From an optimization exercise on the open Yosys and OpenROAD flow, aimed at small area, a short achievable clock period and few clock cycles per item; shortcuts taken in it are not production practice.
In this exercise RTL edits were held to simulation tests only and were not proved equivalent to the original.
Power is estimated from default activity; no workload was simulated.

// tilt_error_group_averager
module tilt_error_group_averager
(
    input  wire logic                  aclk,
    input  wire logic                  aresetn,
    input  wire logic                  cfg_we,
    input  wire logic [CFG_ADDR_W-1:0] cfg_addr,
    input  wire logic [CFG_DATA_W-1:0] cfg_wdata,
    input  wire logic                  s_tvalid,
    output logic                       s_tready,
    input  wire logic [S_DATA_W-1:0]   s_tdata,    
    output logic                       m_tvalid,
    input  wire logic                  m_tready,
    output logic [M_DATA_W-1:0]        m_tdata,    
    output logic [M_USER_W-1:0]        m_tuser     
);
    logic signed [RAW_W-1:0]  off_y;
    logic signed [RAW_W-1:0]  off_z;
    logic signed [MEAN_W-1:0] band_hi;
    logic signed [MEAN_W-1:0] band_lo;
    logic [2:0]               msd_c;    
    function automatic logic [2:0] msd_class(input logic [MSD_W-1:0] v);
        logic sat;    
        sat = (v[6:4] != 3'd0) || (v[3] && (v[2] || (v[1] && v[0])));
        msd_class = sat ? 3'd6 : v[3:1] + 3'(v[0]);
    endfunction
    logic [CFG_DATA_W-1:0] wd;
    logic [4:0]            upd;
    always_comb begin
        wd = aresetn ? cfg_wdata : '0;
        for (int k = 0; k < 5; k++) begin
            upd[k] = !aresetn || (cfg_we && cfg_addr == CFG_ADDR_W'(k));
        end
    end
    always_ff @(posedge aclk) begin
        if (upd[CFG_OFFSET_Y])      off_y   <= wd[RAW_W-1:0];
        if (upd[CFG_OFFSET_Z])      off_z   <= wd[RAW_W-1:0];
        if (upd[CFG_BAND_UPPER])    band_hi <= aresetn ? wd[MEAN_W-1:0] : BAND_UPPER_RST;
        if (upd[CFG_BAND_LOWER])    band_lo <= aresetn ? wd[MEAN_W-1:0] : BAND_LOWER_RST;
        if (upd[CFG_MIN_SIGN_DIFF]) msd_c   <= aresetn ? msd_class(cfg_wdata[MSD_W-1:0])
  ...
==> flow/config.mk <==
export PLATFORM = sky130hd
export DESIGN_NAME = tilt_error_group_averager
export DESIGN_NICKNAME = tilt_error_group_averager
export VERILOG_FILES = /design/flow/design.v
export SDC_FILE = /design/flow/constraint.sdc
export NUM_CORES = 4
export LEC_CHECK = 0
export ABC_AREA = 1
export CAP_MARGIN = 20
export CORE_MARGIN = 2
export CORE_UTILIZATION = 40
export CTS_BUF_LIST = sky130_fd_sc_hd__clkbuf_8
export GPL_ROUTABILITY_DRIVEN = 0
export SLEW_MARGIN = 20
export BUFFER_PORTS_ARGS = -buffer_cell sky130_fd_sc_hd__buf_1
export SETUP_SLACK_MARGIN = 8.4
export TNS_END_PERCENT = 100
==> flow/constraint.sdc <==
create_clock -name core_clock -period 12.0 [get_ports {aclk}]
set_input_delay 2.4000 -clock core_clock [delete_from_list [all_inputs] [get_ports {aclk}]]
set_output_delay 2.4000 -clock core_clock [all_outputs]
set_load 0.01 [all_outputs]
standard.sh (not shown) runs the stock make flow with config.mk's settings and CLKGATE_MAP_FILE= SYNTH_SCRIPT=/design/flow/synth_recipe.tcl, a recipe that flattens the netlist after the stock synthesis.
==> flow/flow/run.sh <==
#!/bin/bash
# Standard ORFS layout with three changes to how it is made:
#  - synthesis maps the logic with an area-only ABC script (flow/abc_area.script) and leaves
#    adders to ABC instead of mapping full and half adders first; the registers and every
#    other synthesis step are those of the standard synthesis;
#  - the port buffers are buf_1 cells;
#  - timing repair aims for extra setup slack (flow/extra.mk).
# Each step's full output is in synth.log and standard.log here, and ORFS's own logs.
set -euo pipefail
cp -r "$FLOW_HOME/scripts" scripts_area
cp flow/abc_area.script scripts_area/abc_area.script
cat flow/extra.mk >> config.mk
bash standard.sh SCRIPTS_DIR="$PWD/scripts_area" ADDER_MAP_FILE= synth > synth.log 2>&1
bash standard.sh > standard.log 2>&1
==> flow/flow/abc_area.script <==
strash
dch
map -a
topo
stime -c
buffer -c
upsize -c
dnsize -c
==> flow/flow/extra.mk <==
export BUFFER_PORTS_ARGS = -buffer_cell sky130_fd_sc_hd__buf_1
export SETUP_SLACK_MARGIN = 8.4
export TNS_END_PERCENT = 100
Testbench counts at the start, summed over its fixed seeds: cycles 25,664, samples 25,600.
Edit:
--- a/flow/config.mk
+++ b/flow/config.mk
@@ -10,5 +10,5 @@
 export CORE_MARGIN = 2
-export CORE_UTILIZATION = 40
+export CORE_UTILIZATION = 55
 export CTS_BUF_LIST = sky130_fd_sc_hd__clkbuf_8
-export GPL_ROUTABILITY_DRIVEN = 0
+export PLACE_DENSITY = 0.7
 export SLEW_MARGIN = 20
The changed run passed the timing, DRC and antenna checks.
Setup slack improved by 6.0 ps.
Cell area fell by 0.59%.
Final cell count fell by 4.3%.
Wire length fell by 3.4%.
Die area fell by 27%.
Area after synthesis does not change.
Edit:
==> flow/flow/extra.mk (replaced) <==
export BUFFER_PORTS_ARGS = -buffer_cell sky130_fd_sc_hd__buf_1
export SETUP_SLACK_MARGIN = 8.35
export TNS_END_PERCENT = 100
--- a/flow/config.mk
+++ b/flow/config.mk
@@ -10,8 +10,7 @@
 export CORE_MARGIN = 2
-export CORE_UTILIZATION = 55
+export CORE_UTILIZATION = 40
 export CTS_BUF_LIST = sky130_fd_sc_hd__clkbuf_8
-export PLACE_DENSITY = 0.7
 export SLEW_MARGIN = 20
 export BUFFER_PORTS_ARGS = -buffer_cell sky130_fd_sc_hd__buf_1
-export SETUP_SLACK_MARGIN = 8.4
+export SETUP_SLACK_MARGIN = 8.35
 export TNS_END_PERCENT = 100
The new run completed without violations.
Wire length goes up by a few percent.
Power goes down slightly.
Core utilization goes down by 19 points.
Final area goes down slightly.
Non-clock buffer count goes down by 6.
Via count goes down slightly.
Maximum frequency barely changes.
Critical path depth goes down by 19.
Sequential share of layout area goes up by 0.14 points.
Worst setup slack got worse by 4.0 ps.
Die area goes up by well over a third.
Edit:
==> flow/flow/extra.mk (replaced) <==
export BUFFER_PORTS_ARGS = -buffer_cell sky130_fd_sc_hd__buf_1
export SETUP_SLACK_MARGIN = 8.4
export TNS_END_PERCENT = 100
--- a/flow/config.mk
+++ b/flow/config.mk
@@ -11,6 +11,6 @@
 export CORE_UTILIZATION = 40
-export CTS_BUF_LIST = sky130_fd_sc_hd__clkbuf_8
+export CTS_BUF_LIST = sky130_fd_sc_hd__clkbuf_16
 export SLEW_MARGIN = 20
 export BUFFER_PORTS_ARGS = -buffer_cell sky130_fd_sc_hd__buf_1
-export SETUP_SLACK_MARGIN = 8.35
+export SETUP_SLACK_MARGIN = 8.4
 export TNS_END_PERCENT = 100
Effect:
- The changed run produced a clean layout
- maximum frequency increases slightly
- cell area increases slightly
- register-to-register slack improved by 60 ps
- global-route usage decreases by 0.27 points
- critical path depth is unchanged
- sequential share of layout area decreases by 0.76 points
- die area is unchanged
- clock-buffer cell count decreases by 1
- area after synthesis stays the same
- total power increases by a little under a tenth
Edit:
--- a/flow/config.mk
+++ b/flow/config.mk
@@ -8,7 +8,7 @@
 export ABC_AREA = 1
-export CAP_MARGIN = 20
+export CAP_MARGIN = 0
 export CORE_MARGIN = 2
 export CORE_UTILIZATION = 40
-export CTS_BUF_LIST = sky130_fd_sc_hd__clkbuf_16
-export SLEW_MARGIN = 20
+export CTS_BUF_LIST = sky130_fd_sc_hd__clkbuf_8
+export SLEW_MARGIN = 0
 export BUFFER_PORTS_ARGS = -buffer_cell sky130_fd_sc_hd__buf_1
Power fell by roughly a tenth.
Setup slack improved by 18 ps.
Hold slack improved by 6.4 ps.
Die area stays the same.

==> re-timing with driven ports <==
No port has a modelled driver above. Below, the same layouts with a new extraction and two added sets of constraints.
Step 1, drivers: a clkbuf_16 drives aclk and a buf_2 each remaining input, both assumed.
Step 2 also shifts input and output timing later by t, the mid clock arrival at the registers, as if the neighbouring blocks saw the same clock.
Three values: ideal ports, drivers, drivers and shift; two values: the first two.
run | t (ns) | setup slack, ns | hold WS [ns] | slew at the worst register clock pin (ns)
the first run | 0.501 | 8.418 / 8.377 / 8.083 | 0.482 / 0.482 / 0.482 | 0.11 / 0.11
the second run | 0.501 | 8.424 / 8.423 / 8.064 | 0.478 / 0.478 / 0.478 | 0.10 / 0.10
the third run | 0.512 | 8.420 / 8.378 / 7.983 | 0.482 / 0.482 / 0.482 | 0.10 / 0.10
the fourth run | 0.471 | 8.434 / 8.387 / 8.105 | 0.481 / 0.481 / 0.481 | 0.07 / 0.07
the fifth run | 0.498 | 8.452 / 8.410 / 8.108 | 0.487 / 0.487 / 0.487 | 0.10 / 0.10
After both steps setup and hold are still met in every run listed. The setup slack of the third run, which loses most, moves by -0.042 ns with the drivers and by -0.437 ns with both steps.
